Source: an optimization exercise on an open RTL-to-GDS flow (aim: a short achievable clock period and few clock cycles). Production flows keep margins and buffers that such runs may drop.
Function was checked by simulation only, so behaviour that the tests miss may differ from the original.
No activity file was given, so power comes from the tool's default toggle rates.

==> flow/design.v <==
module cpu_core #(
    parameter int WORD_SIZE = 16,
    parameter int MEM_WORDS = 128
) (
    input  logic                 clk,
    input  logic                 do_reset,
    output logic [WORD_SIZE-1:0] portaddr,
    output logic [WORD_SIZE-1:0] portval,
    output logic                 portget,
    output logic                 portset,
    input  logic [WORD_SIZE-1:0] portout,
    output logic                 halted,
    input  logic                 mem_we,
    input  logic [$clog2(MEM_WORDS)-1:0] mem_waddr,
    input  logic [WORD_SIZE-1:0] mem_wdata
);
    localparam int AW = $clog2(MEM_WORDS);
    localparam int HW = MEM_WORDS / 2;
    localparam logic [3:0] OP_NOP = 4'h0, OP_LDI = 4'h1, OP_ADD = 4'h2, OP_SUB = 4'h3,
                           OP_AND = 4'h4, OP_OR  = 4'h5, OP_XOR = 4'h6, OP_SHR = 4'h7,
                           OP_LD  = 4'h8, OP_ST  = 4'h9, OP_JMP = 4'hA, OP_BZ  = 4'hB,
                           OP_IN  = 4'hC, OP_OUT = 4'hD, OP_LDH = 4'hE, OP_HLT = 4'hF;
    logic [AW-1:0]                        r_pc, r_pc1, r_pc2, r_pc3;   
    logic [WORD_SIZE-1:0]                 r_ir0, r_ir1;   
    logic                                 r_halt;
    logic                                 r_get, r_set;     
    logic [WORD_SIZE-1:0]                 r_paddr, r_pval;  
    logic                                 r_lw;             
    logic                                 r_lwld;           
    logic [3:0]                           r_lwrd;           
    logic [AW-1:0]                        r_ldaddr;         
    logic [15:0][WORD_SIZE-1:0]           r_regs;
    logic [MEM_WORDS-1:0][WORD_SIZE-1:0]  r_mem;
    logic [3:0] w_opa, w_rda, w_raa, w_rba, w_opb, w_rdb, w_rab, w_rbb;
    logic [7:0] w_imma, w_immb;
    assign {w_opa, w_rda, w_raa, w_rba} = r_ir0;
    assign {w_opb, w_rdb, w_rab, w_rbb} = r_ir1;
    assign w_imma = r_ir0[7:0];
    assign w_immb = r_ir1[7:0];
    logic w_wra, w_wrb, w_latea, w_lateb;
    logic w_uraa, w_urba, w_urda, w_urab, w_urbb, w_urdb;
    logic w_porta, w_portb, w_mema, w_memb, w_bra, w_brb;
    assign w_wra   = (w_opa >= OP_LDI && w_opa <= OP_SHR) || w_opa == OP_LDH;
    assign w_wrb   = (w_opb >= OP_LDI && w_opb <= OP_SHR) || w_opb == OP_LDH;
    assign w_latea = (w_opa == OP_LD) || (w_opa == OP_IN);
    assign w_lateb = (w_opb == OP_LD) || (w_opb == OP_IN);
    assign w_uraa  = (w_opa >= OP_ADD && w_opa <= OP_OUT);
    assign w_urab  = (w_opb >= OP_ADD && w_opb <= OP_OUT);
    assign w_urba  = (w_opa >= OP_ADD && w_opa <= OP_SHR);
    assign w_urbb  = (w_opb >= OP_ADD && w_opb <= OP_SHR);
    assign w_urda  = (w_opa == OP_ST) || (w_opa == OP_BZ) || (w_opa == OP_OUT) || (w_opa == OP_LDH);
    assign w_urdb  = (w_opb == OP_ST) || (w_opb == OP_BZ) || (w_opb == OP_OUT) || (w_opb == OP_LDH);
    assign w_porta = (w_opa == OP_IN) || (w_opa == OP_OUT);
    assign w_portb = (w_opb == OP_IN) || (w_opb == OP_OUT);
    assign w_mema  = (w_opa == OP_LD) || (w_opa == OP_ST);
    assign w_memb  = (w_opb == OP_LD) || (w_opb == OP_ST);
    assign w_bra   = (w_opa == OP_JMP) || (w_opa == OP_BZ);
    assign w_brb   = (w_opb == OP_JMP) || (w_opb == OP_BZ);
    logic w_pend, w_rawa, w_rawb, w_stall, w_fwd, w_breads, w_dep, w_pair;
    assign w_pend = r_get || r_set;
    assign w_rawa = r_lw && !w_porta &&
                    ((w_uraa && w_raa == r_lwrd) || (w_urba && w_rba == r_lwrd) ||
                     (w_urda && w_rda == r_lwrd));
    assign w_rawb = r_lw && !w_portb &&
                    ((w_urab && w_rab == r_lwrd) || (w_urbb && w_rbb == r_lwrd) ||
                     (w_urdb && w_rdb == r_lwrd));
    assign w_stall  = w_rawa || (w_pend && w_opa == OP_HLT);
    assign w_fwd    = (w_opa == OP_LDI) || (w_opa == OP_LDH);
    assign w_breads = (w_urab && w_rab == w_rda) || (w_urbb && w_rbb == w_rda) ||
                      (w_urdb && w_rdb == w_rda);
    assign w_dep    = (w_wra && w_breads && !w_fwd && !w_portb) ||
                      (w_latea && (w_breads || ((w_wrb || w_lateb) && w_rdb == w_rda)));
    assign w_pair   = !(w_opa == OP_ST || w_opa == OP_JMP || w_opa == OP_HLT) &&
                      !(w_opb == OP_HLT) &&
                      !(w_opa == OP_BZ && (w_brb || w_opb == OP_ST)) &&
                      !(w_porta && w_portb) &&
                      !(w_mema && w_memb) &&
                      !(w_latea && w_lateb) &&
                      !w_rawb &&
                      !w_dep;
    logic [WORD_SIZE-1:0] w_aa, w_ba, w_da, w_ab, w_bb, w_db, w_fval;
    assign w_aa   = r_regs[w_raa];
    assign w_ba   = r_regs[w_rba];
    assign w_da   = r_regs[w_rda];
    assign w_fval = (w_opa == OP_LDI) ? {{(WORD_SIZE-8){1'b0}}, w_imma} : {w_imma, w_da[7:0]};
    assign w_ab   = (w_fwd && w_rab == w_rda) ? w_fval : r_regs[w_rab];
    assign w_bb   = (w_fwd && w_rbb == w_rda) ? w_fval : r_regs[w_rbb];
    assign w_db   = (w_fwd && w_rdb == w_rda) ? w_fval : r_regs[w_rdb];
    logic w_act, w_takena, w_bval;
    assign w_act    = !r_halt && !w_stall;
    assign w_takena = w_act && (w_opa == OP_JMP || (w_opa == OP_BZ && w_da == '0));
    assign w_bval   = w_act && w_pair && !w_takena;
    logic [WORD_SIZE-1:0] w_resa, w_resb;
    always_comb begin
        case (w_opa)
            OP_LDI:  w_resa = {{(WORD_SIZE-8){1'b0}}, w_imma};
            OP_ADD:  w_resa = w_aa + w_ba;
            OP_SUB:  w_resa = w_aa - w_ba;
            OP_AND:  w_resa = w_aa & w_ba;
            OP_OR:   w_resa = w_aa | w_ba;
            OP_XOR:  w_resa = w_aa ^ w_ba;
            OP_SHR:  w_resa = w_aa >> w_ba[3:0];
            default: w_resa = {w_imma, w_da[7:0]};    
        endcase
    end
    always_comb begin
        case (w_opb)
            OP_LDI:  w_resb = {{(WORD_SIZE-8){1'b0}}, w_immb};
            OP_ADD:  w_resb = w_ab + w_bb;
            OP_SUB:  w_resb = w_ab - w_bb;
            OP_AND:  w_resb = w_ab & w_bb;
            OP_OR:   w_resb = w_ab | w_bb;
            OP_XOR:  w_resb = w_ab ^ w_bb;
            OP_SHR:  w_resb = w_ab >> w_bb[3:0];
            default: w_resb = {w_immb, w_db[7:0]};    
        endcase
    end
    logic [HW-1:0][WORD_SIZE-1:0] w_even, w_odd;
    always_comb begin
        for (int i = 0; i < HW; i++) begin
            w_even[i] = r_mem[2*i];
            w_odd[i]  = r_mem[2*i+1];
        end
    end
    logic [AW-1:0]        w_xaddr;
    logic [AW-2:0]        w_xie, w_sie;
    logic [WORD_SIZE-1:0] w_xe, w_xo, w_se, w_so;
    logic [WORD_SIZE-1:0] w_mx, w_mx1, w_ms2, w_ms3, w_lval;
    assign w_xaddr = w_bra ? w_aa[AW-1:0] : w_ab[AW-1:0];
    assign w_xie   = w_xaddr[AW-1:1] + (AW-1)'(w_xaddr[0]);
    assign w_xe    = w_even[w_xie];
    assign w_xo    = w_odd[w_xaddr[AW-1:1]];
    assign w_mx    = w_xaddr[0] ? w_xo : w_xe;    
    assign w_mx1   = w_xaddr[0] ? w_xe : w_xo;    
    assign w_sie   = r_pc2[AW-1:1] + (AW-1)'(r_pc2[0]);
    assign w_se    = w_even[w_sie];
    assign w_so    = w_odd[r_pc2[AW-1:1]];
    assign w_ms2   = r_pc2[0] ? w_so : w_se;      
    assign w_ms3   = r_pc2[0] ? w_se : w_so;      
    assign w_lval  = r_lwld ? r_mem[r_ldaddr] : portout;
    logic w_taken;
    assign w_taken = w_takena ||
                     (w_bval && (w_opb == OP_JMP || (w_opb == OP_BZ && w_db == '0)));
    logic                 w_st;
    logic [AW-1:0]        w_staddr;
    logic [WORD_SIZE-1:0] w_stdata;
    assign w_st     = (w_act && w_opa == OP_ST) || (w_bval && w_opb == OP_ST);
    assign w_staddr = (w_opa == OP_ST) ? w_aa[AW-1:0] : w_ab[AW-1:0];
    assign w_stdata = (w_opa == OP_ST) ? w_da : w_db;
    logic [WORD_SIZE-1:0] w_ir0_next, w_ir1_next;
    always_comb begin
        if (w_taken) begin
            w_ir0_next = w_mx;
            w_ir1_next = w_mx1;
        end else if (w_bval) begin
            w_ir0_next = (w_st && w_staddr == r_pc2) ? w_stdata : w_ms2;
            w_ir1_next = (w_st && w_staddr == r_pc3) ? w_stdata : w_ms3;
        end else begin
            w_ir0_next = (w_st && w_staddr == r_pc1) ? w_stdata : r_ir1;
            w_ir1_next = (w_st && w_staddr == r_pc2) ? w_stdata : w_ms2;
        end
    end
    logic [AW-1:0] w_npc;
    assign w_npc = w_taken ? w_xaddr : (w_bval ? r_pc2 : r_pc1);
    logic w_hlt;
    assign w_hlt = !r_halt && !w_pend && w_opa == OP_HLT;
    always_ff @(posedge clk) begin
        if (do_reset) begin
            r_pc   <= AW'(0);
            r_pc1  <= AW'(1);
            r_pc2  <= AW'(2);
            r_pc3  <= AW'(3);
            r_ir0  <= (mem_we && mem_waddr == AW'(0)) ? mem_wdata : r_mem[0];
            r_ir1  <= (mem_we && mem_waddr == AW'(1)) ? mem_wdata : r_mem[1];
        end else if (w_act) begin
            r_pc   <= w_npc;
            r_pc1  <= w_npc + AW'(1);
            r_pc2  <= w_npc + AW'(2);
            r_pc3  <= w_npc + AW'(3);
            r_ir0  <= w_ir0_next;
            r_ir1  <= w_ir1_next;
        end
    end
    always_ff @(posedge clk) begin
        if (do_reset)   r_halt <= 1'b0;
        else if (w_hlt) r_halt <= 1'b1;
    end
    logic w_wea, w_web;
    assign w_wea = w_act  && w_wra;
    assign w_web = w_bval && w_wrb;
    always_ff @(posedge clk) begin
        if (do_reset) begin
            for (int i = 0; i < 16; i++) r_regs[i] <= '0;
        end else begin
            for (int i = 0; i < 16; i++) begin
                if (w_web && w_rdb == 4'(i))      r_regs[i] <= w_resb;
                else if (w_wea && w_rda == 4'(i)) r_regs[i] <= w_resa;
                else if (r_lw && r_lwrd == 4'(i)) r_regs[i] <= w_lval;
            end
        end
    end
    always_ff @(posedge clk) begin
        if (do_reset) begin
            if (mem_we) r_mem[mem_waddr] <= mem_wdata;
        end else if (w_st) r_mem[w_staddr] <= w_stdata;
    end
    always_ff @(posedge clk) begin
        if (do_reset) begin
            r_lw     <= 1'b0;
            r_lwld   <= 1'b0;
            r_lwrd   <= '0;
            r_ldaddr <= '0;
        end else begin
            r_lw     <= (w_act && w_latea) || (w_bval && w_lateb);
            r_lwld   <= w_latea ? (w_opa == OP_LD) : (w_opb == OP_LD);
            r_lwrd   <= w_latea ? w_rda : w_rdb;
            r_ldaddr <= (w_opa == OP_LD) ? w_aa[AW-1:0] : w_ab[AW-1:0];
        end
    end
    logic w_get, w_set;
    assign w_get = (w_act && w_opa == OP_IN)  || (w_bval && w_opb == OP_IN);
    assign w_set = (w_act && w_opa == OP_OUT) || (w_bval && w_opb == OP_OUT);
    logic [WORD_SIZE-1:0] w_paa, w_pva, w_pab, w_pvb;
    assign w_paa = (r_lw && w_raa == r_lwrd) ? w_lval : w_aa;
    assign w_pva = (r_lw && w_rda == r_lwrd) ? w_lval : w_da;
    assign w_pab = (w_wra && w_rab == w_rda) ? w_resa :
                   (r_lw && w_rab == r_lwrd) ? w_lval : w_ab;
    assign w_pvb = (w_wra && w_rdb == w_rda) ? w_resa :
                   (r_lw && w_rdb == r_lwrd) ? w_lval : w_db;
    always_ff @(posedge clk) begin
        if (do_reset) begin
            r_get   <= 1'b0;
            r_set   <= 1'b0;
            r_paddr <= '0;
            r_pval  <= '0;
        end else begin
            r_get   <= w_get;
            r_set   <= w_set;
            r_paddr <= (w_get || w_set) ? (w_porta ? w_paa : w_pab) : '0;
            r_pval  <= w_set ? (w_porta ? w_pva : w_pvb) : '0;
        end
    end
    assign portget  = r_get && !do_reset;
    assign portset  = r_set && !do_reset;
    assign portaddr = do_reset ? '0 : r_paddr;
    assign portval  = do_reset ? '0 : r_pval;
    assign halted   = r_halt || w_hlt;
endmodule
==> flow/run.sh <==
#!/bin/bash
# synth_recipe.tcl (not shown) runs the flow's synth.tcl, then flattens the netlist and writes it again
# the make line also repeats each setting of config.mk as NAME=value (left out here)
make -C /OpenROAD-flow-scripts/flow DESIGN_CONFIG=/design/flow/config.mk WORK_HOME=/design/flow/orfs CLKGATE_MAP_FILE= SYNTH_SCRIPT=/design/flow/synth_recipe.tcl finish
==> flow/config.mk <==
export PLATFORM = sky130hd
export DESIGN_NAME = cpu_core
export DESIGN_NICKNAME = cpu_core
export VERILOG_FILES = /design/flow/design.v
export SDC_FILE = /design/flow/constraint.sdc
export NUM_CORES = 4
export LEC_CHECK = 0
export ABC_CLOCK_PERIOD_IN_PS = 4000
export CAP_MARGIN = 20
export CELL_PAD_IN_SITES_DETAIL_PLACEMENT = 1
export CELL_PAD_IN_SITES_GLOBAL_PLACEMENT = 2
export CORE_MARGIN = 2
export CORE_UTILIZATION = 30
export PLACE_DENSITY = 0.45
export SETUP_SLACK_MARGIN = 5
export SLEW_MARGIN = 20
export TNS_END_PERCENT = 10
==> flow/constraint.sdc <==
create_clock -name core_clock -period 10.0 [get_ports {clk}]
set_input_delay 2.0000 -clock core_clock [delete_from_list [all_inputs] [get_ports {clk}]]
set_output_delay 2.0000 -clock core_clock [all_outputs]
set_load 0.01 [all_outputs]
==> out/metrics.yaml <==
netlist_area_sq_um: 210000
hp-class: "reg -> reg"
yosysTopAreaCell: "edfxtp_1"
clockBufferDepth: 4
grtUsageTotal: 0.469
die_y_um: 840
clock_latency_ns: 1.14
crit_chain: "buf_6, buf_4, mux4_2, a22oi_1, o211ai_1, buf_4, nand2_8, buf_12, buf_16, nor2_4, buf_12, buf_12, a222oi_1, nand3_2, nand4_1, o32a_4, o22ai_1, a211oi_2"
synth_cells: 19400
grt_max_degree: 132
final_layout_size_suffix_gt1_frac: 0.373
tritoncts: "built"
worstMarginPinSlew_ns: 1.45
via_per_inst: 7.46
cp_common_cell: "buf_12"
max_freq_mhz: 162
p_per_area_nw_per_um2: 461
reg2reg_depth: 18
synth_most_common_cell: "nand2_1"
syn-num-nets: 19600
dp_hpwl_mm: 1120
gp_congestion: 0.996
placementRows: 307
slew_viol_final: 0
synth_area_leaders: "edfxtp_1 (30%), mux4_2 (20%), mux2_2 (8.6%), mux2i_1 (5.3%), nand2_1 (4.0%)"
grt_first_pass_wirelength_mm: 2190
worstSetupEndpointType: "flop"
worst_setup_path_start_kind: "flop"
detail_route.wl_per_cell_um: 59.0
yosysTopAreaCellShare: 0.298
dr.pass1.iters: 22
slowest_delay_ns: 1.05
cts_buffers: 355
fin_tns_setup_ns: 0
antenna_found_initial: 288
fin_nets: 19900
r2r-start: "r_ir0[4]"
detailedPlace.worstSlack_ns: 1.07
outcome: "timing/DRC/antenna clean"
p_leak_nw: 90.0
ys.flop_type: "edfxtp_1"
synth.top_cells.by_count: "nand2_1 (2236), edfxtp_1 (2080), mux4_2 (1864), clkbuf_1 (1612), mux2_2 (1594)"
rsz0062_at_grt: "true"
dieArea_sq_um: 706000
reg2reg_setup_slack_ns: 3.84
final_util: 0.374
maxCapViolCount: 0
overflow: 0
fin_ws_ns: 3.84
vias: 222000
h-tree-depth: 5
finClkSkew_ns: 0.100
coreArea_sq_um: 698000
final_antenna_net_count: 0
seq_area_frac_synth: 0.329
ys_types: 108
port_buffers: 76
drc: 0
r2r_end: "r_ir0[11]"
first_iter_violations: 39700
cts_root_buffer: "clkbuf_16"
crit_start: "r_ir0[4]"
clk_pin_slew_ns: 0.06
finalHoldViolCount: 0
finalSetupViolations: 0
relSlewSlack: 0.0343
cp.required_ns: 10.89
postSynth.asyncResetShare: 0
ys_warn_count: 1
synth_area_per_cell_sq_um: 10.8
finalCritPeriodShare: 0.616
synth-edff-count: 2080
ys_ff_latch: 2404
grt_pass1_vias: 200000
crit_arrival_ns: 7.05
critPathKind: "reg -> reg"
area_growth_pct: 24.3
die-width_um: 840
ioPinCount: 77
start_util: 0.301
crit_fanout: 15
ir_drop_mv: 0.557
cts_sinks: 2404
drt_wl_total_mm: 1750
cp-endpoint: "r_ir0[11]"
slowest_stage: "nand4_1"
ctsHoldBuffers: 0
layout_min_cycle_time_ns: 6.16
-- routing by layer --
metal / global-route usage / up-vias / wire length, um
li1: - / 79700 / -
met5: 0.0182 / - / 2380
met2: 0.646 / 18700 / 703000
met3: 0.189 / 4961 / 229000
met1: 0.575 / 118000 / 648000
met4: 0.374 / 88 / 173000
-- layout by cell type, fill, tap and decap left out, types with 81 or more instances in the layout --
master / Yosys / layout
a22oi_1: 224 / 194
edfxtp_1: 2080 / 2080
clkbuf_1: 1612 / 98
diode_2: 0 / 397
a211oi_1: 293 / 278
o22ai_1: 397 / 359
a31oi_1: 106 / 91
nor2_1: 1388 / 1157
nor2_2: 18 / 88
a21oi_1: 728 / 513
a221oi_1: 280 / 268
nor3_1: 149 / 112
a21o_1: 146 / 142
buf_4: 34 / 1349
a222oi_1: 501 / 501
o211ai_1: 242 / 242
inv_1: 642 / 621
a32oi_1: 99 / 93
a21oi_4: 1 / 97
a21oi_2: 9 / 128
buf_16: 0 / 108
clkbuf_16: 0 / 404
mux2i_1: 1111 / 977
mux2_2: 1594 / 1587
buf_6: 4 / 242
o221ai_1: 346 / 335
ha_1: 109 / 81
dfxtp_1: 324 / 302
nand3_1: 209 / 168
o21ai_0: 386 / 307
nand2_1: 2236 / 2074
nor2_4: 2 / 171
a221o_1: 743 / 742
buf_12: 0 / 372
nand2_2: 3 / 82
mux4_2: 1864 / 1864
and3_1: 155 / 144
-- critical path, delay by kind of cell (launching register included) --
family,cells,cell delay [ns]
buffers and inverters,7,1.46
AOI/OAI and AO/OA,6,1.85
muxes,1,0.52
and+or+nand+nor,4,1.72
DFF,1,0.35
-- final cells by class --
class | instances | area (sq um)
tap | 9270 | 11600
sequential | 2404 | 69000
clock inverter | 165 | 1340
timing repair buffer | 2272 | 27100
fill | 74300 | 437000
antenna | 397 | 993
inverter | 657 | 2620
timing repair inverter | 2 | 17.5
multi-input combinational | 14100 | 138000
clock buffer | 477 | 9670
-- sequential cells by signal, indices dropped and copies added, names as in the netlist, 16 cells and up --
register,cells
r_ir1,16
r_mem,2048
r_paddr,16
r_ir0,16
r_pval,16
r_regs,256
-- logic make-up (layout without fill, tap and decap cells) --
group | after synthesis | in the layout | share of synthesized area
AO/OA/AOI/OAI | 4792 | 4792 | 0.176
other | 0 | 397 | 0
adder cells (fa/ha/maj) | 111 | 111 | 0.00669
XOR/XNOR | 137 | 137 | 0.00576
buffers and inverters | 2926 | 3573 | 0.0550
flip-flops | 2404 | 2404 | 0.329
multiplexers | 4572 | 4576 | 0.339
AND/OR/NAND/NOR | 4471 | 4487 | 0.0887
-- what timing repair did --
action | CTS | global route
buffers inserted | 703 | 206
hold endpoints to repair | 0 | 0
resized for setup | 1533 | 525
endpoints found under the setup margin | 4362 | 4125
pin swaps | 391 | 96
cloned | 110 | 45
-- metrics by stage --
stage                     cell area [sq um]  hold WS (ns)  power (mW)  instances
after floorplan                      210000         0.457        50.0      19400
after global placement               226000         0.534        84.7      27600
after detailed placement             227000         0.540        85.1      27600
after CTS                            254000         0.548         111      29100
after global routing                 260000         0.584         119      29500
final                                261000         0.557         120      29700
-- power breakdown --
part	switching [mW]	internal (mW)	leakage, nW
Clock	5.92	7.10	5.37
Combinational	57.2	30.9	62.1
Sequential	4.53	14.5	22.5
-- worst min-delay path by stage --
stage	startpoint	end	slack, ns	cells after the start
5_1_grt	r_pc1[6]	r_pc1[6]	0.58	2
3_3_place_gp	r_pc1[6]	r_pc1[6]	0.53	2
4_1_cts	r_pc1[6]	r_pc1[6]	0.55	2
2_1_floorplan	r_pc3[2]	r_pc3[2]	0.46	2
3_5_place_dp	r_pc1[6]	r_pc1[6]	0.54	2
6_report	r_pc1[6]	r_pc1[6]	0.56	2
Testbench counts, summed over its fixed seeds: cycles 7,625.

==> what the ideal ports hide <==
The flow's constraints put no driver on any port. The routed layout listed below was extracted and timed again, unchanged, in two steps. Step 1: set_driving_cell puts a clkbuf_16 on clk and a buf_2 on each other input, an assumption about the parent block. Step 2 times the ports against the registers' clock, not the clock port: input delays grow and output delays shrink by t, the midpoint of the rising clock arrivals with the driver on. Three values: ideal ports, drivers, drivers and shift; two values: the first two.
t (ns): 1.244
slack for setup (ns): 3.835 / 3.835 / 2.927
clock arrival spread, ns: 0.103 / 0.103
worst register clock-pin slew, ns: 0.07 / 0.07
cell pins on the clock port's net: 1
After both steps this run still meets setup and hold. The setup slack of this run moves by 0.000 ns with the drivers and by -0.908 ns with both steps.
